Source: an optimization exercise on an open RTL-to-GDS flow (aim: small area, a short achievable clock period and few clock cycles per item). Production flows keep margins and buffers that such runs may drop.
Function was checked by simulation only, so behaviour that the tests miss may differ from the original.

### design/flow/config.mk
export PLATFORM = sky130hd
export DESIGN_NAME = line_follow_pid_drive_core
export DESIGN_NICKNAME = line_follow_pid_drive_core
export VERILOG_FILES = /design/flow/design.v
export SDC_FILE = /design/flow/constraint.sdc
export NUM_CORES = 4
export LEC_CHECK = 0
export ABC_AREA = 1
export CAP_MARGIN = 20
export CORE_MARGIN = 2
export CORE_UTILIZATION = 40
export CTS_BUF_LIST = sky130_fd_sc_hd__clkbuf_4 sky130_fd_sc_hd__clkbuf_8
export SLEW_MARGIN = 20
### design/flow/constraint.sdc
create_clock -name core_clock -period 12.0 [get_ports {clk}]
set_input_delay 2.4000 -clock core_clock [delete_from_list [all_inputs] [get_ports {clk}]]
set_output_delay 2.4000 -clock core_clock [all_outputs]
set_load 0.01 [all_outputs]
### design/flow/design.v
`timescale 1ns / 1ps
package lfpd_pkg;
    localparam int DRIVE_MAX   = 1999;
    localparam int LAP_COUNTS  = 43000;
    localparam int ALERT_TICKS = 200;
    localparam int LOST_SHORT  = 30;
    localparam int LOST_MED    = 100;
    localparam int LOST_LONG   = 120;
    localparam int SCALE_SPLIT = (LOST_SHORT + LOST_MED) / 2;
    localparam int SCALE_NEAR  = 70;
    localparam int SCALE_FAR   = 50;
    localparam int INTEG_LIM   = 500;
    localparam int DRIVE_FLOOR = 100;
    localparam int GAIN_LIM    = 999;
    localparam int SENSOR_W = 8;
    localparam int DELTA_W  = 16;
    localparam int DRIVE_W  = 13;
    localparam int ERR_W    = 7;
    localparam int BASE_W   = 12;
    localparam int GAIN_W   = 10;
    localparam int CFG_IDX_W  = 3;
    localparam int CFG_DATA_W = 12;
    localparam int DIST_CAP   = 4 * LAP_COUNTS;
    localparam int DIST_W     = 18;   
    localparam int DIST_SUM_W = 18;   
    localparam int MUL_W  = 20;
    localparam int PROD_W = 2 * MUL_W;
    localparam int SHIFT_CNT  = 16;
    localparam int SHIFT10    = 19;
    localparam int SHIFT10K   = 32;
    localparam int SHIFT100   = 26;
    localparam longint RECIP10   = ((64'd1 << SHIFT10) + 9) / 10;
    localparam longint RECIP10K  = ((64'd1 << SHIFT10K) + 9999) / 10000;
    localparam longint RECIP100  = ((64'd1 << SHIFT100) + 99) / 100;
    typedef enum logic [CFG_IDX_W-1:0] {
        CFG_BASE_DRIVE   = 3'd0,
        CFG_GAIN_P       = 3'd1,
        CFG_GAIN_I       = 3'd2,
        CFG_GAIN_D       = 3'd3,
        CFG_TWO_LAP_MODE = 3'd4
    } cfg_index_t;
    typedef enum logic [1:0] {
        ST_ON_LINE = 2'd0,
        ST_SHORT   = 2'd1,
        ST_MEDIUM  = 2'd2,
        ST_LONG    = 2'd3
    } line_status_t;
    function automatic logic signed [ERR_W-1:0] sensor_weight(input int i);
        logic signed [ERR_W-1:0] w;
        case (i)
            0:       w = -7'sd40;
            1:       w = -7'sd28;
            2:       w = -7'sd20;
            3:       w = -7'sd15;
            4:       w = 7'sd15;
            5:       w = 7'sd20;
            6:       w = 7'sd28;
            default: w = 7'sd40;
        endcase
        sensor_weight = w;
    endfunction
    function automatic logic [SHIFT_CNT:0] cnt_recip(input logic [3:0] cnt);
        logic [SHIFT_CNT:0] r;
        unique case (cnt)
            4'd1:    r = 17'd65536;
            4'd2:    r = 17'd32768;
            4'd3:    r = 17'd21846;
            4'd4:    r = 17'd16384;
            4'd5:    r = 17'd13108;
            4'd6:    r = 17'd10923;
            4'd7:    r = 17'd9363;
            4'd8:    r = 17'd8192;
            default: r = 17'd0;
        endcase
        cnt_recip = r;
    endfunction
endpackage
`timescale 1ns / 1ps
module lfpd_mul (
    input  logic                         clk,
    input  logic [lfpd_pkg::MUL_W-1:0]   op_a,
    input  logic [lfpd_pkg::MUL_W-1:0]   op_b,
    output logic [lfpd_pkg::PROD_W-1:0]  prod
);
    logic [lfpd_pkg::PROD_W-1:0] prod_reg;
    always_ff @(posedge clk)
    begin
        prod_reg <= lfpd_pkg::PROD_W'(op_a) * lfpd_pkg::PROD_W'(op_b);
    end
    assign prod = prod_reg;
endmodule
`timescale 1ns / 1ps
module line_follow_pid_drive_core (
    input  logic                                 clk,
    input  logic                                 rst_n,
    input  logic                                 cfg_we,
    input  logic [lfpd_pkg::CFG_IDX_W-1:0]       cfg_index,
    input  logic [lfpd_pkg::CFG_DATA_W-1:0]      cfg_data,
    input  logic                                 in_valid,
    output logic                                 in_ready,
    input  logic [lfpd_pkg::SENSOR_W-1:0]        in_sensor_bits,
    input  logic                                 in_read_failed,
    input  logic signed [lfpd_pkg::DELTA_W-1:0]  in_left_delta,
    input  logic signed [lfpd_pkg::DELTA_W-1:0]  in_right_delta,
    output logic                                 out_valid,
    input  logic                                 out_ready,
    output logic signed [lfpd_pkg::DRIVE_W-1:0]  out_left_drive,
    output logic signed [lfpd_pkg::DRIVE_W-1:0]  out_right_drive,
    output logic                                 out_motor_stop,
    output logic [1:0]                           out_line_status,
    output logic                                 out_run_finished,
    output logic                                 out_alert_on,
    output logic                                 out_notify_stop,
    output logic signed [lfpd_pkg::ERR_W-1:0]    out_line_error
);
    function automatic logic signed [6:0] sensor_avg(input logic [7:0] b);
        logic signed [6:0] v;
        case (b)
            8'd0: v = 7'sd0;
            8'd1: v = 7'sd5;
            8'd2: v = 7'sd4;
            8'd3: v = 7'sd11;
            8'd4: v = 7'sd2;
            8'd5: v = 7'sd10;
            8'd6: v = 7'sd8;
            8'd7: v = 7'sd17;
            8'd8: v = 7'sd2;
            8'd9: v = 7'sd9;
            8'd10: v = 7'sd7;
            8'd11: v = 7'sd16;
            8'd12: v = 7'sd5;
            8'd13: v = 7'sd15;
            8'd14: v = 7'sd12;
            8'd15: v = 7'sd25;
            8'd16: v = -7'sd2;
            8'd17: v = 7'sd4;
            8'd18: v = 7'sd2;
            8'd19: v = 7'sd10;
            8'd20: v = 7'sd0;
            8'd21: v = 7'sd9;
            8'd22: v = 7'sd6;
            8'd23: v = 7'sd18;
            8'd24: v = 7'sd0;
            8'd25: v = 7'sd8;
            8'd26: v = 7'sd5;
            8'd27: v = 7'sd17;
            8'd28: v = 7'sd4;
            8'd29: v = 7'sd15;
            8'd30: v = 7'sd12;
            8'd31: v = 7'sd29;
            8'd32: v = -7'sd2;
            8'd33: v = 7'sd3;
            8'd34: v = 7'sd1;
            8'd35: v = 7'sd9;
            8'd36: v = 7'sd0;
            8'd37: v = 7'sd8;
            8'd38: v = 7'sd5;
            8'd39: v = 7'sd17;
            8'd40: v = 7'sd0;
            8'd41: v = 7'sd7;
            8'd42: v = 7'sd4;
            8'd43: v = 7'sd15;
            8'd44: v = 7'sd3;
            8'd45: v = 7'sd13;
            8'd46: v = 7'sd10;
            8'd47: v = 7'sd27;
            8'd48: v = -7'sd5;
            8'd49: v = 7'sd1;
            8'd50: v = -7'sd1;
            8'd51: v = 7'sd8;
            8'd52: v = -7'sd3;
            8'd53: v = 7'sd6;
            8'd54: v = 7'sd3;
            8'd55: v = 7'sd17;
            8'd56: v = -7'sd4;
            8'd57: v = 7'sd5;
            8'd58: v = 7'sd2;
            8'd59: v = 7'sd16;
            8'd60: v = 7'sd0;
            8'd61: v = 7'sd13;
            8'd62: v = 7'sd9;
            8'd63: v = 7'sd34;
            8'd64: v = -7'sd4;
            8'd65: v = 7'sd2;
            8'd66: v = 7'sd0;
            8'd67: v = 7'sd8;
            8'd68: v = -7'sd1;
            8'd69: v = 7'sd6;
            8'd70: v = 7'sd4;
            8'd71: v = 7'sd15;
            8'd72: v = -7'sd2;
            8'd73: v = 7'sd5;
            8'd74: v = 7'sd3;
            8'd75: v = 7'sd13;
            8'd76: v = 7'sd1;
            8'd77: v = 7'sd11;
            8'd78: v = 7'sd8;
            8'd79: v = 7'sd25;
            8'd80: v = -7'sd7;
            8'd81: v = 7'sd0;
            8'd82: v = -7'sd3;
            8'd83: v = 7'sd6;
            8'd84: v = -7'sd4;
            8'd85: v = 7'sd4;
            8'd86: v = 7'sd1;
            8'd87: v = 7'sd15;
            8'd88: v = -7'sd5;
            8'd89: v = 7'sd3;
            8'd90: v = 7'sd0;
            8'd91: v = 7'sd13;
            8'd92: v = -7'sd2;
            8'd93: v = 7'sd10;
            8'd94: v = 7'sd6;
            8'd95: v = 7'sd30;
            8'd96: v = -7'sd8;
            8'd97: v = -7'sd1;
            8'd98: v = -7'sd4;
            8'd99: v = 7'sd5;
            8'd100: v = -7'sd5;
            8'd101: v = 7'sd3;
            8'd102: v = 7'sd0;
            8'd103: v = 7'sd13;
            8'd104: v = -7'sd6;
            8'd105: v = 7'sd1;
            8'd106: v = -7'sd1;
            8'd107: v = 7'sd11;
            8'd108: v = -7'sd3;
            8'd109: v = 7'sd9;
            8'd110: v = 7'sd5;
            8'd111: v = 7'sd27;
            8'd112: v = -7'sd12;
            8'd113: v = -7'sd5;
            8'd114: v = -7'sd8;
            8'd115: v = 7'sd1;
            8'd116: v = -7'sd10;
            8'd117: v = -7'sd1;
            8'd118: v = -7'sd5;
            8'd119: v = 7'sd12;
            8'd120: v = -7'sd12;
            8'd121: v = -7'sd2;
            8'd122: v = -7'sd6;
            8'd123: v = 7'sd10;
            8'd124: v = -7'sd9;
            8'd125: v = 7'sd6;
            8'd126: v = 7'sd0;
            8'd127: v = 7'sd40;
            8'd128: v = -7'sd5;
            8'd129: v = 7'sd0;
            8'd130: v = -7'sd2;
            8'd131: v = 7'sd5;
            8'd132: v = -7'sd3;
            8'd133: v = 7'sd4;
            8'd134: v = 7'sd1;
            8'd135: v = 7'sd12;
            8'd136: v = -7'sd4;
            8'd137: v = 7'sd3;
            8'd138: v = 7'sd0;
            8'd139: v = 7'sd10;
            8'd140: v = -7'sd1;
            8'd141: v = 7'sd8;
            8'd142: v = 7'sd5;
            8'd143: v = 7'sd21;
            8'd144: v = -7'sd9;
            8'd145: v = -7'sd3;
            8'd146: v = -7'sd5;
            8'd147: v = 7'sd3;
            8'd148: v = -7'sd7;
            8'd149: v = 7'sd1;
            8'd150: v = -7'sd1;
            8'd151: v = 7'sd11;
            8'd152: v = -7'sd8;
            8'd153: v = 7'sd0;
            8'd154: v = -7'sd3;
            8'd155: v = 7'sd9;
            8'd156: v = -7'sd5;
            8'd157: v = 7'sd6;
            8'd158: v = 7'sd2;
            8'd159: v = 7'sd24;
            8'd160: v = -7'sd10;
            8'd161: v = -7'sd4;
            8'd162: v = -7'sd6;
            8'd163: v = 7'sd2;
            8'd164: v = -7'sd8;
            8'd165: v = 7'sd0;
            8'd166: v = -7'sd3;
            8'd167: v = 7'sd9;
            8'd168: v = -7'sd9;
            8'd169: v = -7'sd1;
            8'd170: v = -7'sd4;
            8'd171: v = 7'sd7;
            8'd172: v = -7'sd6;
            8'd173: v = 7'sd5;
            8'd174: v = 7'sd1;
            8'd175: v = 7'sd21;
            8'd176: v = -7'sd15;
            8'd177: v = -7'sd8;
            8'd178: v = -7'sd11;
            8'd179: v = -7'sd2;
            8'd180: v = -7'sd13;
            8'd181: v = -7'sd5;
            8'd182: v = -7'sd9;
            8'd183: v = 7'sd6;
            8'd184: v = -7'sd15;
            8'd185: v = -7'sd6;
            8'd186: v = -7'sd10;
            8'd187: v = 7'sd4;
            8'd188: v = -7'sd13;
            8'd189: v = 7'sd0;
            8'd190: v = -7'sd6;
            8'd191: v = 7'sd28;
            8'd192: v = -7'sd11;
            8'd193: v = -7'sd5;
            8'd194: v = -7'sd8;
            8'd195: v = 7'sd0;
            8'd196: v = -7'sd9;
            8'd197: v = -7'sd2;
            8'd198: v = -7'sd5;
            8'd199: v = 7'sd6;
            8'd200: v = -7'sd10;
            8'd201: v = -7'sd3;
            8'd202: v = -7'sd6;
            8'd203: v = 7'sd5;
            8'd204: v = -7'sd8;
            8'd205: v = 7'sd2;
            8'd206: v = -7'sd1;
            8'd207: v = 7'sd17;
            8'd208: v = -7'sd16;
            8'd209: v = -7'sd10;
            8'd210: v = -7'sd13;
            8'd211: v = -7'sd5;
            8'd212: v = -7'sd15;
            8'd213: v = -7'sd7;
            8'd214: v = -7'sd11;
            8'd215: v = 7'sd2;
            8'd216: v = -7'sd17;
            8'd217: v = -7'sd9;
            8'd218: v = -7'sd13;
            8'd219: v = 7'sd0;
            8'd220: v = -7'sd16;
            8'd221: v = -7'sd4;
            8'd222: v = -7'sd10;
            8'd223: v = 7'sd20;
            8'd224: v = -7'sd17;
            8'd225: v = -7'sd12;
            8'd226: v = -7'sd15;
            8'd227: v = -7'sd6;
            8'd228: v = -7'sd17;
            8'd229: v = -7'sd9;
            8'd230: v = -7'sd13;
            8'd231: v = 7'sd0;
            8'd232: v = -7'sd18;
            8'd233: v = -7'sd11;
            8'd234: v = -7'sd15;
            8'd235: v = -7'sd2;
            8'd236: v = -7'sd17;
            8'd237: v = -7'sd6;
            8'd238: v = -7'sd12;
            8'd239: v = 7'sd15;
            8'd240: v = -7'sd25;
            8'd241: v = -7'sd21;
            8'd242: v = -7'sd25;
            8'd243: v = -7'sd17;
            8'd244: v = -7'sd27;
            8'd245: v = -7'sd21;
            8'd246: v = -7'sd27;
            8'd247: v = -7'sd15;
            8'd248: v = -7'sd29;
            8'd249: v = -7'sd24;
            8'd250: v = -7'sd30;
            8'd251: v = -7'sd20;
            8'd252: v = -7'sd34;
            8'd253: v = -7'sd28;
            8'd254: v = -7'sd40;
            8'd255: v = 7'sd0;
            default: v = 7'sd0;
        endcase
        sensor_avg = v;
    endfunction
    function automatic logic [13:0] iq_scale(input logic [5:0] x);
        logic [13:0] v;
        case (x)
            6'd0: v = {7'h00, 7'h00};
            6'd1: v = {7'h7f, 7'h00};
            6'd2: v = {7'h7e, 7'h01};
            6'd3: v = {7'h7d, 7'h02};
            6'd4: v = {7'h7d, 7'h02};
            6'd5: v = {7'h7c, 7'h03};
            6'd6: v = {7'h7b, 7'h04};
            6'd7: v = {7'h7b, 7'h04};
            6'd8: v = {7'h7a, 7'h05};
            6'd9: v = {7'h79, 7'h06};
            6'd10: v = {7'h79, 7'h06};
            6'd11: v = {7'h78, 7'h07};
            6'd12: v = {7'h77, 7'h08};
            6'd13: v = {7'h76, 7'h09};
            6'd14: v = {7'h76, 7'h09};
            6'd15: v = {7'h75, 7'h0a};
            6'd16: v = {7'h74, 7'h0b};
            6'd17: v = {7'h74, 7'h0b};
            6'd18: v = {7'h73, 7'h0c};
            6'd19: v = {7'h72, 7'h0d};
            6'd20: v = {7'h72, 7'h0d};
            6'd21: v = {7'h71, 7'h0e};
            6'd22: v = {7'h70, 7'h0f};
            6'd23: v = {7'h6f, 7'h10};
            6'd24: v = {7'h6f, 7'h10};
            6'd25: v = {7'h6e, 7'h11};
            6'd26: v = {7'h6d, 7'h12};
            6'd27: v = {7'h6d, 7'h12};
            6'd28: v = {7'h6c, 7'h13};
            6'd29: v = {7'h6b, 7'h14};
            6'd30: v = {7'h6b, 7'h14};
            6'd31: v = {7'h6a, 7'h15};
            6'd32: v = {7'h69, 7'h16};
            6'd33: v = {7'h68, 7'h17};
            6'd34: v = {7'h68, 7'h17};
            6'd35: v = {7'h67, 7'h18};
            6'd36: v = {7'h66, 7'h19};
            6'd37: v = {7'h66, 7'h19};
            6'd38: v = {7'h65, 7'h1a};
            6'd39: v = {7'h64, 7'h1b};
            6'd40: v = {7'h64, 7'h1b};
            6'd41: v = {7'h63, 7'h1c};
            6'd42: v = {7'h62, 7'h1d};
            6'd43: v = {7'h61, 7'h1e};
            6'd44: v = {7'h61, 7'h1e};
            6'd45: v = {7'h60, 7'h1f};
            6'd46: v = {7'h5f, 7'h20};
            6'd47: v = {7'h5f, 7'h20};
            6'd48: v = {7'h5e, 7'h21};
            6'd49: v = {7'h5d, 7'h22};
            6'd50: v = {7'h5d, 7'h22};
            6'd51: v = {7'h5c, 7'h23};
            6'd52: v = {7'h5b, 7'h24};
            6'd53: v = {7'h5a, 7'h25};
            6'd54: v = {7'h5a, 7'h25};
            6'd55: v = {7'h59, 7'h26};
            6'd56: v = {7'h58, 7'h27};
            6'd57: v = {7'h58, 7'h27};
            6'd58: v = {7'h57, 7'h28};
            6'd59: v = {7'h56, 7'h29};
            6'd60: v = {7'h56, 7'h29};
            6'd61: v = {7'h55, 7'h2a};
            6'd62: v = {7'h54, 7'h2b};
            6'd63: v = {7'h53, 7'h2c};
            default: v = 14'd0;
        endcase
        iq_scale = v;
    endfunction
    logic        cfg_we_r;
    logic [2:0]  cfg_index_r;
    logic [10:0] cfg_val_r;     
    logic [7:0]  cfg_q5_r;      
    logic        cfg_big;
    logic [9:0]  cfg_gain;
    logic [17:0] cfg_g205;
    assign cfg_big  = (cfg_data[9:0] > 10'd999);
    assign cfg_gain = cfg_big ? 10'd999 : cfg_data[9:0];
    assign cfg_g205 = 18'(cfg_data[9:0]) * 18'd205;     
    always_ff @(posedge clk or negedge rst_n)
    begin
        if (!rst_n)
            cfg_we_r <= 1'b0;
        else
            cfg_we_r <= cfg_we;
    end
    always_ff @(posedge clk)
    begin
        cfg_index_r <= cfg_index;
        cfg_q5_r    <= cfg_big ? 8'd199 : cfg_g205[10 +: 8];
        if (cfg_index == 3'd0)
            cfg_val_r <= (cfg_data > 12'd1999) ? 11'd1999 : cfg_data[10:0];
        else
            cfg_val_r <= {1'b0, cfg_gain};
    end
    logic [10:0] base_reg;
    logic [15:0] fp_reg;    
    logic [9:0]  gi_reg;
    logic [16:0] fd_reg;    
    logic        two_lap_reg;
    logic [2:0]  g_r5;      
    logic [15:0] g_s;       
    assign g_r5 = 3'(cfg_val_r[2:0] - 3'(cfg_q5_r[2:0] * 3'd5));
    assign g_s  = 16'(cfg_val_r[9:0]) * 16'd51 + 16'(cfg_q5_r);
    always_ff @(posedge clk or negedge rst_n)
    begin
        if (!rst_n)
        begin
            base_reg    <= 11'd700;
            fp_reg      <= 16'd3073;
            gi_reg      <= 10'd3;
            fd_reg      <= 17'd4097;
            two_lap_reg <= 1'b0;
        end
        else if (cfg_we_r)
        begin
            case (cfg_index_r)
                3'd0: base_reg    <= cfg_val_r;
                3'd1: fp_reg      <= g_s + 16'd1;
                3'd2: gi_reg      <= cfg_val_r[9:0];
                3'd3: fd_reg      <= {g_s, 1'b1} + 17'(g_r5 >= 3'd3);
                3'd4: two_lap_reg <= cfg_val_r[0];
                default: ;
            endcase
        end
    end
    logic out_valid_reg;
    logic adv;
    assign adv      = !out_valid_reg || out_ready;
    assign in_ready = adv;
    logic               va;
    logic [7:0]         bits_a;
    logic               fail_a;
    logic [16:0]        dsum_a;
    logic dl_neg;
    logic dr_neg;
    assign dl_neg = in_left_delta[15];
    assign dr_neg = in_right_delta[15];
    always_ff @(posedge clk or negedge rst_n)
    begin
        if (!rst_n)
            va <= 1'b0;
        else if (adv)
            va <= in_valid;
    end
    always_ff @(posedge clk)
    begin
        if (adv)
        begin
            bits_a <= in_sensor_bits;
            fail_a <= in_read_failed;
            dsum_a <= 17'(16'(in_left_delta) ^ {16{dl_neg}}) + 17'(16'(in_right_delta) ^ {16{dr_neg}})
                    + 17'(dl_neg) + 17'(dr_neg);
        end
    end
    logic signed [6:0]  h_reg;
    logic signed [9:0]  integ_reg;
    logic [6:0]         lost_reg;
    logic [17:0]        dist_reg;
    logic               started_reg;
    logic               done_reg;
    logic [7:0]         acnt_reg;
    logic               halted_reg;
    logic               white_a;
    logic signed [6:0]  calc_a;
    logic [6:0]         lost_inc;
    logic               long_loss;
    logic               status_short;
    logic [1:0]         status_n;
    logic signed [6:0]  err_n;
    logic [18:0]        dist_sum;
    logic [17:0]        dist_next;
    logic               lap1;
    logic               target_hit;
    logic               started_next;
    logic               done_next;
    logic [7:0]         acnt_next;
    logic [7:0]         acnt_inc;
    logic signed [10:0] integ_sum;
    logic signed [9:0]  integ_next;
    always_comb
    begin
        white_a      = (bits_a == 8'hFF);
        calc_a       = sensor_avg(bits_a);
        lost_inc     = lost_reg + 7'd1;
        long_loss    = white_a && (lost_inc >= 7'd120);
        status_short = (lost_inc < 7'd30);
        status_n     = !white_a ? 2'd0 : (status_short ? 2'd1 : 2'd2);
        err_n        = (white_a && status_short) ? h_reg : calc_a;
        dist_sum   = 19'(dist_reg) + 19'(dsum_a);
        dist_next  = (dist_sum > 19'd172000) ? 18'd172000 : dist_sum[17:0];
        lap1       = (dist_next >= 18'd43000);
        target_hit = two_lap_reg ? (dist_next >= 18'd86000) : lap1;
        acnt_inc     = acnt_reg + 8'd1;
        started_next = started_reg;
        done_next    = done_reg;
        acnt_next    = acnt_reg;
        if (two_lap_reg)
        begin
            if (started_reg && !done_reg)
            begin
                acnt_next = acnt_inc;
                if (acnt_inc >= 8'd200)
                    done_next = 1'b1;
            end
            if (!started_reg && lap1)
            begin
                started_next = 1'b1;
                acnt_next    = 8'd0;
            end
        end
        if (target_hit && started_next)
            done_next = 1'b1;
        integ_sum = 11'(integ_reg) + 11'(calc_a);
        if (integ_sum > 11'sd500)
            integ_next = 10'sd500;
        else if (integ_sum < -11'sd500)
            integ_next = -10'sd500;
        else
            integ_next = integ_sum[9:0];
    end
    logic               vb;
    logic               norm_b;      
    logic [1:0]         status_b;
    logic [5:0]         emag_b;      
    logic               eneg_b;
    logic [8:0]         imag_b;      
    logic               ineg_b;
    logic signed [9:0]  integ_new;
    logic               fin_b;
    logic               notify_b;
    logic               alert_b;
    logic [6:0]         dmag_b;      
    logic               dneg_b;
    logic signed [7:0]  diff_n;
    assign diff_n = 8'(err_n) - 8'(h_reg);
    assign integ_new = (va && !halted_reg && !fail_a && !white_a && !target_hit)
                     ? integ_next : integ_reg;
    always_ff @(posedge clk or negedge rst_n)
    begin
        if (!rst_n)
        begin
            vb          <= 1'b0;
            h_reg       <= '0;
            integ_reg   <= '0;
            lost_reg    <= '0;
            dist_reg    <= '0;
            started_reg <= 1'b0;
            done_reg    <= 1'b0;
            acnt_reg    <= '0;
            halted_reg  <= 1'b0;
        end
        else if (adv)
        begin
            vb <= va;
            if (va && !halted_reg && !fail_a)
            begin
                if (long_loss)
                begin
                    lost_reg   <= lost_inc;
                    halted_reg <= 1'b1;
                end
                else
                begin
                    lost_reg    <= white_a ? lost_inc : 7'd0;
                    dist_reg    <= dist_next;
                    started_reg <= started_next;
                    done_reg    <= done_next;
                    acnt_reg    <= acnt_next;
                    if (target_hit)
                        halted_reg <= 1'b1;
                    else if (!white_a)
                    begin
                        integ_reg <= integ_next;
                        h_reg     <= calc_a;
                    end
                end
            end
        end
    end
    always_ff @(posedge clk)
    begin
        if (adv)
        begin
            norm_b   <= 1'b0;
            status_b <= 2'd0;
            emag_b   <= '0;
            eneg_b   <= 1'b0;
            ineg_b   <= integ_new[9];
            imag_b   <= integ_new[9] ? 9'(-integ_new) : integ_new[8:0];
            fin_b    <= 1'b0;
            notify_b <= 1'b0;
            alert_b  <= started_reg && !done_reg;
            dneg_b   <= diff_n[7];
            dmag_b   <= diff_n[7] ? 7'(-diff_n) : diff_n[6:0];
            if (halted_reg)
                ;
            else if (fail_a || long_loss)
                status_b <= 2'd3;
            else
            begin
                status_b <= status_n;
                eneg_b   <= err_n[6];
                emag_b   <= err_n[6] ? 6'(-err_n) : err_n[5:0];
                alert_b  <= started_next && !done_next;
                if (target_hit)
                begin
                    fin_b    <= 1'b1;
                    notify_b <= !two_lap_reg;
                end
                else
                    norm_b <= 1'b1;
            end
        end
    end
    logic [5:0]  e_mag;
    logic [8:0]  i_mag;
    logic [6:0]  d_mag;
    logic [21:0] p_prod;
    logic [18:0] i_prod;
    logic [23:0] d_prod;
    assign e_mag  = emag_b;
    assign i_mag  = imag_b;
    assign d_mag  = dmag_b;
    assign p_prod = 22'(fp_reg) * 22'(e_mag);
    assign i_prod = 19'(gi_reg) * 19'(i_mag);
    assign d_prod = 24'(fd_reg) * 24'(d_mag);
    logic               vc;
    logic               norm_c;
    logic [1:0]         status_c;
    logic signed [6:0]  err_c;
    logic               fin_c;
    logic               notify_c;
    logic               alert_c;
    logic               far_c;
    logic               pneg_c;
    logic               dneg_c;
    logic               ineg_c;
    logic [11:0]        pq_c;        
    logic [12:0]        dq_c;        
    logic [14:0]        iprod_c;     
    always_ff @(posedge clk or negedge rst_n)
    begin
        if (!rst_n)
            vc <= 1'b0;
        else if (adv)
            vc <= vb;
    end
    always_ff @(posedge clk)
    begin
        if (adv)
        begin
            norm_c   <= norm_b;
            status_c <= status_b;
            err_c    <= eneg_b ? -(7'(emag_b)) : 7'(emag_b);
            fin_c    <= fin_b;
            notify_c <= notify_b;
            alert_c  <= alert_b;
            far_c    <= (lost_reg >= 7'd65);
            pneg_c   <= eneg_b;
            dneg_c   <= dneg_b;
            ineg_c   <= ineg_b;
            pq_c     <= p_prod[9 +: 12];
            dq_c     <= d_prod[10 +: 13];
            iprod_c  <= i_prod[18:4];
        end
    end
    logic [17:0] i_t;
    logic [5:0]  i_q;
    assign i_t = 18'({iprod_c, 3'b000}) - 18'({iprod_c, 1'b0}) + 18'(iprod_c[14:1])
               + 18'(iprod_c[14:4]) - 18'(iprod_c[14:7]) - 18'(iprod_c[14:10]);
    assign i_q = i_t[12 +: 6];
    logic [15:0] lp;
    logic [15:0] rp;
    logic [6:0]  iqs;       
    assign lp  = 16'(base_reg) + (16'(pq_c) ^ {16{pneg_c}}) + (16'(dq_c) ^ {16{dneg_c}})
               + 16'(pneg_c) + 16'(dneg_c);
    assign rp  = 16'(base_reg) + (16'(pq_c) ^ {16{!pneg_c}}) + (16'(dq_c) ^ {16{!dneg_c}})
               + 16'(!pneg_c) + 16'(!dneg_c);
    assign iqs = ineg_c ? -(7'(i_q)) : 7'(i_q);
    logic signed [6:0] qiu;
    logic signed [6:0] qin;
    assign {qin, qiu} = iq_scale(i_q);
    logic               ve;
    logic               norm_e;
    logic [1:0]         status_e;
    logic signed [6:0]  err_e;
    logic               fin_e;
    logic               notify_e;
    logic               alert_e;
    logic               far_e;
    logic [15:0]        lp_e;        
    logic [15:0]        rp_e;        
    logic signed [6:0]  iqs_e;       
    logic signed [6:0]  qil_e;       
    logic signed [6:0]  qir_e;       
    always_ff @(posedge clk or negedge rst_n)
    begin
        if (!rst_n)
            ve <= 1'b0;
        else if (adv)
            ve <= vc;
    end
    always_ff @(posedge clk)
    begin
        if (adv)
        begin
            norm_e   <= norm_c;
            status_e <= status_c;
            err_e    <= err_c;
            fin_e    <= fin_c;
            notify_e <= notify_c;
            alert_e  <= alert_c;
            far_e    <= far_c;
            lp_e     <= lp;
            rp_e     <= rp;
            iqs_e    <= iqs;
            qil_e    <= ineg_c ? qin : qiu;
            qir_e    <= ineg_c ? qiu : qin;
        end
    end
    typedef struct packed {
        logic signed [15:0] sel;     
        logic               add1;    
        logic               s70;     
        logic               vneg;
        logic [5:0]         r7;      
    } scaled_t;
    function automatic scaled_t scale_step(input logic signed [15:0] p, input logic signed [6:0] iq,
                                           input logic signed [6:0] qi,
                                           input logic med, input logic far);
        logic signed [27:0] t;
        logic signed [15:0] v;
        scaled_t s;
        v      = p + 16'(iq);
        t      = (28'(p) <<< 11) + (28'(p) <<< 9) + (28'(p) <<< 8) + (28'(p) <<< 5)
               + (28'(p) <<< 4) + (28'(p) <<< 1) + 28'(p) + (28'(qi) <<< 12);
        s.vneg = v[15];
        s.r7   = 6'(v[5:0] * 6'd7);
        s.s70  = med && !far;
        s.add1 = med && far && v[15] && v[0];
        if (!med)
            s.sel = v;
        else if (far)
            s.sel = v >>> 1;
        else
            s.sel = 16'(signed'(t[12 +: 14]));
        scale_step = s;
    endfunction
    logic               vf;
    logic               norm_f;
    logic [1:0]         status_f;
    logic signed [6:0]  err_f;
    logic               fin_f;
    logic               notify_f;
    logic               alert_f;
    scaled_t            ls_f;
    scaled_t            rs_f;
    logic med_e;
    assign med_e = (status_e == 2'd2);
    always_ff @(posedge clk or negedge rst_n)
    begin
        if (!rst_n)
            vf <= 1'b0;
        else if (adv)
            vf <= ve;
    end
    always_ff @(posedge clk)
    begin
        if (adv)
        begin
            norm_f   <= norm_e;
            status_f <= status_e;
            err_f    <= err_e;
            fin_f    <= fin_e;
            notify_f <= notify_e;
            alert_f  <= alert_e;
            ls_f     <= scale_step(lp_e, iqs_e, qil_e, med_e, far_e);
            rs_f     <= scale_step(rp_e, -iqs_e, qir_e, med_e, far_e);
        end
    end
    function automatic logic signed [15:0] finish(input scaled_t s);
        logic signed [5:0]  r;
        logic signed [2:0]  adj;
        r = 6'(s.r7 - 6'(6'(s.sel) * 6'd10));
        if (!s.s70)
            adj = {2'b00, s.add1};
        else if (r < 6'sd0)
            adj = (s.vneg && r != -6'sd10) ? 3'sd0 : -3'sd1;
        else if (r >= 6'sd20)
            adj = (s.vneg && r != 6'sd20) ? 3'sd3 : 3'sd2;
        else if (r >= 6'sd10)
            adj = (s.vneg && r != 6'sd10) ? 3'sd2 : 3'sd1;
        else
            adj = (s.vneg && r != 6'sd0) ? 3'sd1 : 3'sd0;
        finish = s.sel + 16'(adj);
    endfunction
    function automatic logic signed [12:0] limit(input logic signed [15:0] sv);
        logic signed [12:0] c;
        if (sv > 16'sd1999)
            c = 13'sd1999;
        else if (sv < -16'sd1999)
            c = -13'sd1999;
        else if (sv > 16'sd0 && sv < 16'sd100)
            c = 13'sd100;
        else
            c = sv[12:0];
        limit = c;
    endfunction
    logic signed [15:0] out_left_reg;
    logic signed [15:0] out_right_reg;
    logic               out_stop_reg;
    logic [1:0]         out_status_reg;
    logic               out_fin_reg;
    logic               out_alert_reg;
    logic               out_notify_reg;
    logic signed [6:0]  out_err_reg;
    always_ff @(posedge clk or negedge rst_n)
    begin
        if (!rst_n)
            out_valid_reg <= 1'b0;
        else if (adv)
            out_valid_reg <= vf;
    end
    always_ff @(posedge clk)
    begin
        if (adv)
        begin
            out_left_reg   <= norm_f ? finish(ls_f) : 16'sd0;
            out_right_reg  <= norm_f ? finish(rs_f) : 16'sd0;
            out_stop_reg   <= !norm_f;
            out_status_reg <= status_f;
            out_fin_reg    <= fin_f;
            out_alert_reg  <= alert_f;
            out_notify_reg <= notify_f;
            out_err_reg    <= err_f;
        end
    end
    assign out_valid        = out_valid_reg;
    assign out_left_drive   = limit(out_left_reg);
    assign out_right_drive  = limit(out_right_reg);
    assign out_motor_stop   = out_stop_reg;
    assign out_line_status  = out_status_reg;
    assign out_run_finished = out_fin_reg;
    assign out_alert_on     = out_alert_reg;
    assign out_notify_stop  = out_notify_reg;
    assign out_line_error   = out_err_reg;
endmodule
### design/flow/run.sh
#!/bin/bash
# synth_recipe.tcl (not shown) runs the flow's synth.tcl, then flattens the netlist and writes it again
# the make line also repeats each setting of config.mk as NAME=value (left out here)
make -C /OpenROAD-flow-scripts/flow DESIGN_CONFIG=/design/flow/config.mk WORK_HOME=/design/flow/orfs CLKGATE_MAP_FILE= SYNTH_SCRIPT=/design/flow/synth_recipe.tcl finish
==> results of run 1 <==
## cell usage after synthesis, types with 8 or more instances
master | instances | area share
o31ai_1 | 14 | 0.0023
fa_1 | 434 | 0.19
o221ai_1 | 24 | 0.0045
o21ai_1 | 20 | 0.0022
edfxtp_1 | 288 | 0.19
ha_1 | 543 | 0.15
nor3_1 | 46 | 0.0050
o311ai_0 | 8 | 0.0015
nand4_1 | 25 | 0.0034
nand2_2 | 17 | 0.0023
o21ai_0 | 303 | 0.033
o21bai_1 | 36 | 0.0058
nor2_1 | 298 | 0.024
a31oi_1 | 18 | 0.0024
dfstp_2 | 13 | 0.0074
inv_1 | 988 | 0.080
or2_2 | 10 | 0.0013
o21a_1 | 9 | 0.0015
dfrtp_1 | 102 | 0.055
buf_1 | 11 | 0.00089
dfxtp_1 | 29 | 0.013
clkbuf_1 | 124 | 0.010
o2111ai_1 | 8 | 0.0015
a211oi_1 | 9 | 0.0015
a21oi_1 | 301 | 0.032
o211ai_1 | 27 | 0.0044
xor2_1 | 221 | 0.042
nand3_1 | 184 | 0.020
a21o_1 | 17 | 0.0028
nand2_1 | 1043 | 0.084
xnor2_1 | 102 | 0.019
o22ai_1 | 12 | 0.0016
## metal layers
layer / share of wire / vias up / wire length, um
met1: 0.46 / 16491 / 49830
met3: 0.043 / 197 / 4562
met2: 0.46 / 618 / 49210
met4: 0.034 / 4 / 3608
li1: - / 17490 / -
met5: 0.00019 / - / 20
## worst register-to-register path: stages (launching register included)
cell and delay, ns:
edfxtp_1 0.52, fa_1 0.55, inv_1 0.05, fa_1 0.48, inv_1 0.06, fa_1 0.48
ha_1 0.32, a21oi_1 0.14, o21ai_0 0.10, nand2_1 0.07, o2111ai_1 0.16, nand2_1 0.10
inv_1 0.04, or2_2 0.31, nand2_1 0.09, nand2_1 0.06, nand2_1 0.08, nand2_1 0.11
nand2_1 0.07, nand2_1 0.05, xor2_1 0.65, inv_1 0.53, o311ai_0 0.50, o21ai_0 0.16
inv_1 0.09, nand2_1 0.05, o21ai_0 0.19
## final cells by class
cell class / count / share of cell area
inverters: 996 / 0.07371
well taps: 1512 / 0.03723
flip-flops and latches: 432 / 0.2385
diodes: 2 / 0.00009848
clock buffers: 110 / 0.02770
repair buffers: 129 / 0.02423
multi-input cells: 3806 / 0.5897
clock inverters: 43 / 0.008765
## worst paths after layout
| path | startpoint | endpoint | slack [ns] | depth (start not counted) |
|---|---|---|---|---|
| setup / recovery | out_ready | in_ready | 5.21 | 4 |
| hold / removal | err_f[2] | out_err_reg[2] | 0.42 | 0 |
| setup reg to reg | iprod_c[6] | qir_e[2] | 5.77 | 26 |
| hold reg to reg | err_f[2] | out_err_reg[2] | 0.42 | 0 |
| max in group asynchronous | rst_n | fp_reg[11] | 8.99 | 3 |
| min in group asynchronous | rst_n | vb | 1.70 | 1 |
## metrics by stage
stage	cells	setup slack [ns]	hold WS (ns)	util
2_1_floorplan	5375	2.732	0.4003	-
3_3_place_gp	6874	4.695	0.4026	0.4269
3_5_place_dp	6874	4.771	0.4045	0.4269
4_1_cts	7027	5.193	0.4108	0.4430
5_1_grt	7030	5.023	0.4182	0.4432
6_report	7030	5.206	0.4162	0.4432
## cell families (layout without fill, tap and decap cells)
group | after synthesis | count (layout) | synth area share
XOR/XNOR | 323 | 323 | 0.06100
adder cells (fa/ha/maj) | 977 | 977 | 0.3338
AO/OA/AOI/OAI | 839 | 839 | 0.1033
flip-flops | 432 | 432 | 0.2614
multiplexers | 2 | 2 | 0.0004856
other | 0 | 2 | 0
buffers and inverters | 1137 | 1278 | 0.09267
AND/OR/NAND/NOR | 1665 | 1665 | 0.1473
==> results.json, run 1 <==
{
  "ys.flop_type": "edfxtp_1",
  "critPathSlowestCell": "nor2_1",
  "worstSetupPathType": "input pin to primary output",
  "grt_util_met3": 0.02552,
  "cp_common_cell": "clkdlybuf4s50_1",
  "gr-usage-all-layers": 0.1860,
  "drive_above_1_share": 0.04278,
  "grt.met1_usage": 0.2489,
  "dieArea_um2": 118700,
  "cts_buffers": 83,
  "cts_root_buf": "clkbuf_8",
  "multi_input_area_um2": 29970,
  "cts_hold_buf": 0,
  "fillerInstances": 11224,
  "status": "finished clean",
  "setup_viol": 0,
  "h-tree-depth": 3,
  "grt_most_used_layer": "met2",
  "cp.required_ns": 9.60,
  "slowest_delay_ns": 0.62,
  "worst-path-buf-inv": 3,
  "gp_congestion": 0.9101,
  "dp_hpwl_um": 85580,
  "layout_commonest_cell": "nand2_1",
  "antenna_found_initial": 5,
  "vias_per_cell": 4.950,
  "ys_ff_latch": 432,
  "worst_clock_skew_ns": 0.04106,
  "ys_async_sr_fraction": 0.2662,
  "drt_pre_antenna_iters": 6,
  "drt_iter0_drc": 1787,
  "wl_um": 107200,
  "drc": 0,
  "final.min_clock_period_ns": 6.794,
  "slew_headroom": 0.3246,
  "avgSynthCellArea_um2": 8.628,
  "hold_class": "flop to flop",
  "fin_area_um2": 50820,
  "vias": 34800,
  "drv_slew": 0,
  "end_kind": "primary output",
  "post-cts-setup-buffers": 0,
  "initial_core_util": 0.4045,
  "grt_use_met2": 0.3077,
  "drtAntennaViolNets": 0,
  "area_growth_pct": 9.583,
  "synth-edff-count": 288,
  "die_h_um": 344.5,
  "path_max_fanout": 76,
  "synthCells": 5375,
  "critPathTopFamily": "buffers and inverters",
  "core_um2": 114700,
  "yosys_warnings": 1,
  "cap_violations": 0,
  "ff_latch_area_um2": 12120,
  "max_freq_ghz": 0.1472,
  "cts_tree": "built",
  "final_cell_mix": "nand2_1 (1043), inv_1 (987), ha_1 (543)",
  "cts_resized": 0,
  "io_buffers": 101,
  "min_period_over_period": 0.5662,
  "synth-seq-area-share": 0.2614,
  "worst_pin_slew_ns": 1.009,
  "clock_path_buffers": 3,
  "grt_pass1_wl_um": 179100,
  "syn_area_um2": 46380,
  "insertion_delay_ns": 0.72,
  "crit_chain": "clkdlybuf4s50_1 > nor2_1 > inv_8 > clkdlybuf4s50_1",
  "hold_viol_final": 0,
  "layout.nets": 6486,
  "overflow": 0,
  "ios": 102,
  "synth.distinct_cells": 65,
  "dpl_cell_area_um2": 48940,
  "die_w_um": 344.5,
  "crit_arrival_ns": 4.39,
  "std_cell_rows": 124,
  "rsz0062_at_grt": "false",
  "syn_nets": 6413,
  "avgRoutedWirePerCell_um": 15.25,
  "cp-start-kind": "input pin",
  "finalSetupTns_ns": 0,
  "clock-sinks": 432,
  "path_clk_slew_ns": 0.05,
  "largest_register_ffs": 25,
  "grt_pass1_vias": 35255,
  "grt_max_degree": 77
}
Testbench counts, summed over its fixed seeds: cycles 3,530, items 3,482.
==> run 2, diff against run 1 <==
==> design/flow/flow/run.sh (new file) <==
#!/bin/bash
set -e
export SETUP_SLACK_MARGIN=6.5
bash standard.sh > standard.log 2>&1
==> design/flow/standard.sh (new file) <==
#!/bin/bash
# synth_recipe.tcl (not shown) runs the flow's synth.tcl, then flattens the netlist and writes it again
# the make line also repeats each setting of config.mk as NAME=value (left out here)
make -C /OpenROAD-flow-scripts/flow DESIGN_CONFIG=/design/flow/config.mk WORK_HOME=/design/flow/orfs CLKGATE_MAP_FILE= SYNTH_SCRIPT=/design/flow/synth_recipe.tcl "${@:-finish}"
--- a/design/flow/config.mk
+++ b/design/flow/config.mk
@@ -9,5 +9,4 @@
 export CAP_MARGIN = 20
 export CORE_MARGIN = 2
 export CORE_UTILIZATION = 40
-export CTS_BUF_LIST = sky130_fd_sc_hd__clkbuf_4 sky130_fd_sc_hd__clkbuf_8
 export SLEW_MARGIN = 20
removed: design/flow/run.sh
==> results.json, run 2 <==
{
  "hold_viol_final": 0,
  "dpl_cell_area_um2": 49010,
  "crit_arrival_ns": 6.12,
  "fin_area_um2": 52780,
  "avgSynthCellArea_um2": 8.628,
  "rsz0062_at_grt": "true",
  "drive_above_1_share": 0.08457,
  "ys_async_sr_fraction": 0.2662,
  "path_clk_slew_ns": 0.07,
  "yosysTopAreaCell": "fa_1",
  "gp_congestion": 0.9110,
  "worstSetupPathType": "input pin to flop",
  "synth_top_family_by_area": "adder cells",
  "hold_class": "flop to flop",
  "layout.nets": 6635,
  "insertion_delay_ns": 0.65,
  "slew_headroom": 0.3397,
  "hold_depth": 0,
  "worst_pin_slew_ns": 0.9868,
  "cts_hold_buf": 0,
  "std_cell_rows": 124,
  "largest_register_ffs": 25,
  "gr-usage-all-layers": 0.1860,
  "dieArea_um2": 118700,
  "avgRoutedWirePerCell_um": 15.33,
  "h-tree-depth": 2,
  "cap_violations": 0,
  "core_um2": 114700,
  "synth.distinct_cells": 65,
  "finalSetupTns_ns": 0,
  "cp-start-kind": "input pin",
  "layout_commonest_cell": "nand2_1",
  "final_cell_mix": "nand2_1 (1034), inv_1 (972), ha_1 (528)",
  "synthTopCellsByArea": "fa_1 (19%), edfxtp_1 (19%), ha_1 (15%)",
  "cts_buffers": 53,
  "grt_pass1_vias": 35348,
  "drc": 0,
  "yosys_warnings": 1,
  "die_w_um": 344.5,
  "antenna_found_initial": 4,
  "synth_most_common_cell": "nand2_1",
  "io_buffers": 101,
  "area_growth_pct": 13.81,
  "synthMuxAreaShare": 0.0004856,
  "path_max_fanout": 4,
  "cts_root_buf": "clkbuf_16",
  "vias": 35520,
  "synth-xor-area-share": 0.06100,
  "yosys.area_share.simple": 0.1473,
  "min_period_over_period": 0.4656,
  "status": "finished clean",
  "end_kind": "flop",
  "final.min_clock_period_ns": 5.587,
  "wl_um": 109600,
  "fillerInstances": 10956,
  "grt_pass1_wl_um": 179400,
  "ios": 102,
  "drt_pre_antenna_iters": 5,
  "rr_worst_depth": 18,
  "synth_top_cell_area_share": 0.1873,
  "ys.flop_type": "edfxtp_1",
  "dp_hpwl_um": 85940,
  "dp_slack_ns": 4.886,
  "cp.required_ns": 12.54,
  "cts_tree": "built",
  "grt_max_degree": 75,
  "worst_clock_skew_ns": 0.03021,
  "drtAntennaViolNets": 0,
  "vias_per_cell": 4.966,
  "die_h_um": 344.5,
  "synth_compound_area_frac": 0.1033,
  "syn_nets": 6413,
  "synth_fa_ha_area_frac": 0.3338,
  "setup_viol": 0,
  "syn_area_um2": 46380,
  "clock-sinks": 432,
  "drv_slew": 0,
  "synth-edff-count": 288,
  "ys_top_cells_by_count": "nand2_1 (1043), inv_1 (988), ha_1 (543)",
  "ys_ff_latch": 432,
  "initial_core_util": 0.4045,
  "fin_ws_ns": 6.413,
  "synthCells": 5375,
  "synth-seq-area-share": 0.2614,
  "overflow": 0,
  "clock_path_buffers": 3,
  "drt_iter0_drc": 1844,
  "max_freq_ghz": 0.1790
}
run 2: cell counts after synthesis:
Identical to the previous run, type by type.
run 2: cell families after synthesis:
kind of cell               after synthesis
muxes                                    2
DFF                                    432
buffers and inverters                 1137
and+or+nand+nor                       1665
adders and majority gates              977
xor gates and xnor gates               323
AOI/OAI and AO/OA                      839
run 2: timing repair:
action	in CTS	in global routing
cloned	4	3
gates resized for setup	84	106
pin swaps	29	45
endpoints found under the setup margin	42	63
setup buffers	49	126
run 2: final timing paths:
path	slack [ns]	endpoint	from
hold reg to reg	0.41	status_e[0]	status_c[0]
max in group asynchronous	9.24	fp_reg[9]	rst_n
setup / recovery	6.41	cfg_q5_r[7]	cfg_data[2]
min in group asynchronous	1.71	out_valid_reg	rst_n
setup reg to reg	6.73	rs_f[22]	rp_e[11]
hold / removal	0.41	status_e[0]	status_c[0]
run 2: stage by stage:
stage               utilization  cells  hold WS, ns
floorplan                     -   5375       0.4003
global placement         0.4274   6872       0.4011
detailed placement       0.4275   6872       0.4045
CTS                      0.4487   7023       0.4149
global route             0.4603   7152       0.4222
finish                   0.4603   7153       0.4134
run 2: cell type report:
cell class                      count  area [um^2]  area share
Multi-Input combinational cell   3806        30480      0.5775
Clock inverter                     40        489.2    0.009269
Sequential cell                   432        12130      0.2297
Clock buffer                       58         1376     0.02608
Timing Repair inverter              7        53.80    0.001019
Inverter                          996         3780     0.07162
Tap cell                         1512         1892     0.03584
Antenna cell                        1        2.502  0.00004741
Timing Repair Buffer              301         2582     0.04893
run 2: metal layers:
metal  part of all wire  up-vias  track usage  wire length (um)
li1                   -    17769            -                 -
met1               0.45    16925       0.2449             49460
met2               0.49      660       0.3221             53290
met3              0.036      162      0.02028              3996
met4              0.026        4      0.05462              2884
met5            0.00019        -            0                21
run 2: critical path, stage by stage:
cell and delay [ns]:
buf_12 0.11, ha_4 0.27, inv_4 0.03, fa_1 0.46, fa_1 0.51, inv_2 0.04, fa_1 0.45, ha_1 0.30
a21oi_2 0.14, o21bai_2 0.10, a21oi_2 0.17, o21bai_1 0.11, a21oi_1 0.14, inv_1 0.07, nand2_2 0.07, nand2_2 0.06
nand2_2 0.07, nand2_2 0.06, a21oi_2 0.17, inv_2 0.06, a21oi_2 0.10, inv_1 0.05, a21oi_1 0.10, o21ai_1 0.07
==> run 3, diff against run 2 <==
==> design/flow/flow/run.sh (replaced) <==
#!/bin/bash
set -e
export SETUP_SLACK_MARGIN=7.2
bash standard.sh > standard.log 2>&1
==> results.json, run 3 <==
{
  "slowest_delay_ns": 0.54,
  "clock_path_buffers": 3,
  "end_kind": "flop",
  "rsz0062_at_grt": "true",
  "layout.nets": 6871,
  "crit_chain": "clkdlybuf4s15_2 > ha_1 > inv_1 > fa_1 > inv_1 > fa_1 > fa_1 > ha_4 > a21oi_2 > o21bai_1 > a21oi_1 > inv_1 > nand2_2 > nand2_2 > nand2_2 > buf_4 > buf_6 > buf_6 > buf_6 > buf_6 > buf_6 > nand2_2 > nor2_2",
  "cp_common_cell": "buf_6",
  "finalSetupTns_ns": 0,
  "layout_commonest_cell": "nand2_1",
  "initial_core_util": 0.4045,
  "cts_buffers": 54,
  "synth_top_cell_area_share": 0.1873,
  "yosysTopAreaCell": "fa_1",
  "ys.flop_type": "edfxtp_1",
  "path_max_fanout": 5,
  "synth_most_common_cell": "nand2_1",
  "avgSynthCellArea_um2": 8.628,
  "diodes": 0,
  "drv_slew": 0,
  "final_cell_mix": "nand2_1 (966), inv_1 (936), ha_1 (480)",
  "die_w_um": 344.5,
  "critPathSlowestCell": "fa_1",
  "cap_violations": 0,
  "setup_viol": 0,
  "insertion_delay_ns": 0.68,
  "drive_above_1_share": 0.1827,
  "syn_area_um2": 46380,
  "fin_ws_ns": 6.226,
  "ys_top_cells_by_count": "nand2_1 (1043), inv_1 (988), ha_1 (543)",
  "overflow": 0,
  "largest_register_ffs": 25,
  "synth.distinct_cells": 65,
  "synthTopCellsByArea": "fa_1 (19%), edfxtp_1 (19%), ha_1 (15%)",
  "hold_viol_final": 0,
  "grt_max_degree": 131,
  "yosys_warnings": 1,
  "synthCells": 5375,
  "cts_tree": "built",
  "std_cell_rows": 124,
  "io_buffers": 101,
  "max_freq_ghz": 0.1732,
  "worst_pin_slew_ns": 0.8923,
  "hp-start": "err_c[1]",
  "finalNonFillerCells": 7389,
  "hold_depth": 0,
  "drc": 0,
  "synth-seq-area-share": 0.2614,
  "hold_class": "flop to flop",
  "worstSetupPathType": "input pin to flop",
  "die_h_um": 344.5,
  "wl_um": 117700,
  "reg2reg_from": "ls_f[12]",
  "gp_congestion": 0.9188,
  "rr_endpoint": "out_left_reg[14]",
  "cp-startpoint": "cfg_data[8]",
  "holdWs_ns": 0.4087,
  "ios": 102,
  "area_growth_pct": 22.48,
  "syn_nets": 6413,
  "dp.cells": 6870,
  "cp.required_ns": 12.54,
  "clock-sinks": 432,
  "gr-usage-all-layers": 0.1973,
  "path_clk_slew_ns": 0.06,
  "h-tree-depth": 2,
  "ys_async_sr_fraction": 0.2662,
  "ys_ff_latch": 432,
  "dp_hpwl_um": 85740,
  "cp-start-kind": "input pin",
  "min_period_over_period": 0.4812,
  "dp_slack_ns": 4.888,
  "drtAntennaViolNets": 0,
  "avgRoutedWirePerCell_um": 15.93,
  "grt_pass1_wl_um": 189300,
  "grt_pass1_vias": 37219,
  "rr_worst_depth": 36,
  "final.min_clock_period_ns": 5.774,
  "vias_per_cell": 5.031,
  "worst_clock_skew_ns": 0.04231,
  "dieArea_um2": 118700,
  "antenna_found_initial": 4,
  "core_um2": 114700,
  "synth-edff-count": 288,
  "cts_root_buf": "clkbuf_16",
  "drt_pre_antenna_iters": 5,
  "drt_iter0_drc": 1973,
  "hold_path_end": "err_e[1]",
  "crit_arrival_ns": 6.32,
  "slew_headroom": 0.4052,
  "vias": 37177,
  "reg2reg_slack_ns": 6.56,
  "status": "finished clean"
}
run 3: stage by stage:
stage | utilization | cell area (um^2)
CTS | 0.4751 | 54480
detailed placement | 0.4292 | 49210
finish | 0.4954 | 56800
global placement | 0.4292 | 49210
global route | 0.4954 | 56800
floorplan | - | 46860
run 3: cell type report:
class	count	area [um^2]
Tap cell	1512	1892
Timing Repair inverter	6	45.04
Timing Repair Buffer	536	4798
Clock buffer	59	1380
Inverter	996	3799
Fill cell	10568	57850
Clock inverter	41	530.5
Sequential cell	432	12140
Multi-Input combinational cell	3807	32210
run 3: timing repair:
item | CTS | global route
hold buffers | 0 | 0
setup endpoints to repair | 128 | 148
hold endpoints to repair | 0 | 0
setup buffers | 282 | 127
pin swaps | 173 | 265
gates cloned | 8 | 2
resized for setup | 416 | 376
run 3: layer usage:
metal,part of all wire,vias to the layer above,GRT usage
met2,0.49,863,0.3436
met3,0.041,205,0.02116
met5,0.00011,-,0
li1,-,18266,-
met1,0.44,17841,0.2580
met4,0.028,2,0.05833
run 3: worst max path at each step:
stage	endpoint	slack, ns	cells after the start
final	cfg_q5_r[4]	6.23	23
after global routing	out_left_reg[14]	6.09	36
after CTS	cfg_q5_r[7]	6.43	24
after detailed placement	cfg_q5_r[7]	4.89	27
after global placement	cfg_q5_r[7]	4.85	27
after floorplan	cfg_q5_r[7]	5.93	23
run 3: critical path, delay by kind of cell:
family | cells | cell delay (ns)
AOI/OAI and AO/OA | 3 | 0.35
buffers and inverters | 10 | 1.09
adders and majority gates | 5 | 2.08
and+or+nand+nor | 5 | 0.37
run 3: kinds of logic after synthesis:
family,after synthesis,synth area share
adder cells (fa/ha/maj),977,0.3338
flip-flops,432,0.2614
multiplexers,2,0.0004856
buffers and inverters,1137,0.09267
AO/OA/AOI/OAI,839,0.1033
XOR/XNOR,323,0.06100
AND/OR/NAND/NOR,1665,0.1473
==> run 4, diff against run 3 <==
==> design/flow/run.sh (new file) <==
#!/bin/bash
# synth_recipe.tcl (not shown) runs the flow's synth.tcl, then flattens the netlist and writes it again
# the make line also repeats each setting of config.mk as NAME=value (left out here)
make -C /OpenROAD-flow-scripts/flow DESIGN_CONFIG=/design/flow/config.mk WORK_HOME=/design/flow/orfs CLKGATE_MAP_FILE= SYNTH_SCRIPT=/design/flow/synth_recipe.tcl finish
--- a/design/flow/config.mk
+++ b/design/flow/config.mk
@@ -5,7 +5,6 @@
 export SDC_FILE = /design/flow/constraint.sdc
 export NUM_CORES = 4
 export LEC_CHECK = 0
-export ABC_AREA = 1
 export CAP_MARGIN = 20
 export CORE_MARGIN = 2
 export CORE_UTILIZATION = 40
removed: design/flow/flow/run.sh
removed: design/flow/standard.sh
==> results.json, run 4 <==
{
  "hold_class": "flop to flop",
  "die_w_um": 345.4,
  "ys_async_sr_fraction": 0.2662,
  "path_max_fanout": 42,
  "rr_worst_depth": 17,
  "yosysTopAreaCell": "fa_1",
  "overflow": 0,
  "end_kind": "primary output",
  "synth_most_common_cell": "inv_1",
  "die_h_um": 345.4,
  "syn_area_um2": 46610,
  "ys_top_cells_by_count": "inv_1 (559), ha_1 (543), nand2_1 (529)",
  "rr_endpoint": "qir_e[1]",
  "avgSynthCellArea_um2": 9.629,
  "antenna_found_initial": 1,
  "ff_latch_area_um2": 12120,
  "worst_pin_slew_ns": 1.113,
  "drive_above_1_share": 0.04326,
  "fin_area_um2": 50710,
  "reg2reg_slack_ns": 5.68,
  "slew_headroom": 0.2550,
  "cts_resized": 0,
  "diodes": 0,
  "cp-start-kind": "input pin",
  "drtAntennaViolNets": 0,
  "fin_ws_ns": 5.277,
  "synth-edff-count": 288,
  "dieArea_um2": 119300,
  "dp_hpwl_um": 81570,
  "ys_ff_latch": 432,
  "synthCells": 4841,
  "vias_per_cell": 5.247,
  "finalSetupTns_ns": 0,
  "grt_most_used_layer": "met2",
  "synth-seq-area-share": 0.2601,
  "drt_pre_antenna_iters": 6,
  "layout.nets": 5874,
  "cp.required_ns": 9.60,
  "std_cell_rows": 125,
  "finalNonFillerCells": 6401,
  "final.min_clock_period_ns": 6.723,
  "yosys_warnings": 1,
  "grt_use_met2": 0.3101,
  "cap_violations": 0,
  "h-tree-depth": 2,
  "status": "finished clean",
  "dp.cells": 6306,
  "vias": 33586,
  "dp_slack_ns": 4.999,
  "grt_max_degree": 162,
  "worst_clock_skew_ns": 0.03982,
  "ys.flop_type": "edfxtp_1",
  "holdWs_ns": 0.4120,
  "drv_slew": 0,
  "synth_top_cell_area_share": 0.1864,
  "path_clk_slew_ns": 0.06,
  "core_um2": 115900,
  "largest_register_ffs": 25,
  "reg2reg_from": "iprod_c[5]",
  "grt_pass1_wl_um": 175300,
  "area_growth_pct": 8.785,
  "ios": 102,
  "clock_path_buffers": 3,
  "cp-startpoint": "out_ready",
  "min_period_over_period": 0.5603,
  "gr-usage-all-layers": 0.1766,
  "fillerInstances": 11168,
  "worstSetupPathType": "input pin to primary output",
  "setup_viol": 0,
  "post-cts-setup-buffers": 0,
  "drt_iter0_drc": 1927,
  "synthTopCellsByArea": "fa_1 (19%), edfxtp_1 (19%), ha_1 (15%)",
  "drc": 0,
  "max_freq_ghz": 0.1487,
  "rsz0062_at_grt": "false",
  "cts_hold_buf": 0,
  "insertion_delay_ns": 0.66,
  "syn_nets": 5879,
  "synth.distinct_cells": 97,
  "layout_commonest_cell": "inv_1",
  "cts_root_buf": "clkbuf_16",
  "multi_input_area_um2": 31730,
  "grt_util_met3": 0.01963,
  "io_buffers": 101,
  "hold_viol_final": 0,
  "gp_congestion": 0.8885,
  "fin_util": 0.4376,
  "cts_buffers": 51,
  "cp-endpoint": "in_ready",
  "cts_tree": "built",
  "grt.met1_usage": 0.2313,
  "dpl_cell_area_um2": 49020,
  "crit_arrival_ns": 4.32,
  "initial_core_util": 0.4022,
  "clock-sinks": 432,
  "final_cell_mix": "inv_1 (559), ha_1 (543), nand2_1 (529)",
  "wl_um": 104200,
  "avgRoutedWirePerCell_um": 16.27,
  "grt_pass1_vias": 34376
}
==> run 4: cell types whose count changed after synthesis, moves of 43 or more <==
cell / before / now
nand2_1: 1043 / 529
inv_1: 988 / 559
xnor2_1: 102 / 237
nand3_1: 184 / 51
xor2_1: 221 / 120
and2_1: 4 / 100
a21o_1: 17 / 76
a21oi_1: 301 / 247
mux2_2: 2 / 53
o21ai_0: 303 / 260
==> run 4: area by class of cell <==
| type | instances | area share |
|---|---|---|
| Clock buffer | 67 | 0.02842 |
| Clock inverter | 27 | 0.004811 |
| Inverter | 560 | 0.04145 |
| Multi-Input combinational cell | 3671 | 0.6257 |
| Sequential cell | 432 | 0.2391 |
| Tap cell | 1524 | 0.03760 |
| Timing Repair Buffer | 120 | 0.02295 |
==> run 4: cell families after synthesis <==
group	synth area share
buffers and inverters	0.05999
AND/OR/NAND/NOR	0.1246
adder cells (fa/ha/maj)	0.3330
multiplexers	0.02075
AO/OA/AOI/OAI	0.1345
XOR/XNOR	0.06708
flip-flops	0.2601
==> run 4: worst max-delay path, stage by stage <==
cell and delay, ns:
clkdlybuf4s50_1 0.45, nand2b_4 0.55, clkdlybuf4s50_1 0.91
==> run 4: worst min-delay path by stage <==
stage	cells past startpoint	slack, ns	from	endpoint
5_1_grt	0	0.42	fin_c	fin_e
6_report	0	0.41	alert_c	alert_e
4_1_cts	0	0.41	alert_c	alert_e
2_1_floorplan	0	0.40	alert_b	alert_c
3_3_place_gp	0	0.40	err_c[3]	err_e[3]
3_5_place_dp	0	0.40	err_c[2]	err_e[2]
==> run 4: metal layers <==
layer | share of wire | vias to the layer above
met5 | 0 | -
met2 | 0.48 | 637
met1 | 0.46 | 16246
met3 | 0.036 | 144
li1 | - | 16559
met4 | 0.022 | 0

==> what the ideal ports hide <==
Ports are ideal in the flow. The routed layouts listed here were re-timed in OpenROAD.
Step 1 assumes that a clkbuf_16 drives the clock port and a buf_2 every other input.
Step 2 moves the port delays by t, midway between the first and last clock arrival at a register: inputs arrive t later, outputs are due t later. That takes back most of the time a late clock gives input paths.
Slacks: ideal ports / drivers / drivers and shift; pairs: ideal ports / drivers.
run | shift t [ns] | setup slack, ns | hold WS [ns] | worst setup path after step 2 | slew at the worst register clock pin (ns)
run 1 | 0.767 | 5.206 / 5.185 / 4.774 | 0.416 / 0.416 / 0.416 | input to register | 0.07 / 0.07
run 2 | 0.706 | 6.413 / 6.435 / 5.728 | 0.413 / 0.413 / 0.413 | input to register | 0.07 / 0.07
run 3 | 0.734 | 6.226 / 6.273 / 5.540 | 0.409 / 0.409 / 0.409 | input to register | 0.07 / 0.07
run 4 | 0.712 | 5.277 / 5.255 / 4.999 | 0.412 / 0.412 / 0.412 | input to register | 0.07 / 0.07
After both steps setup and hold are still met in every run listed. For run 3, which loses most, drivers alone change the setup slack by +0.047 ns; drivers and shift together by -0.686 ns.
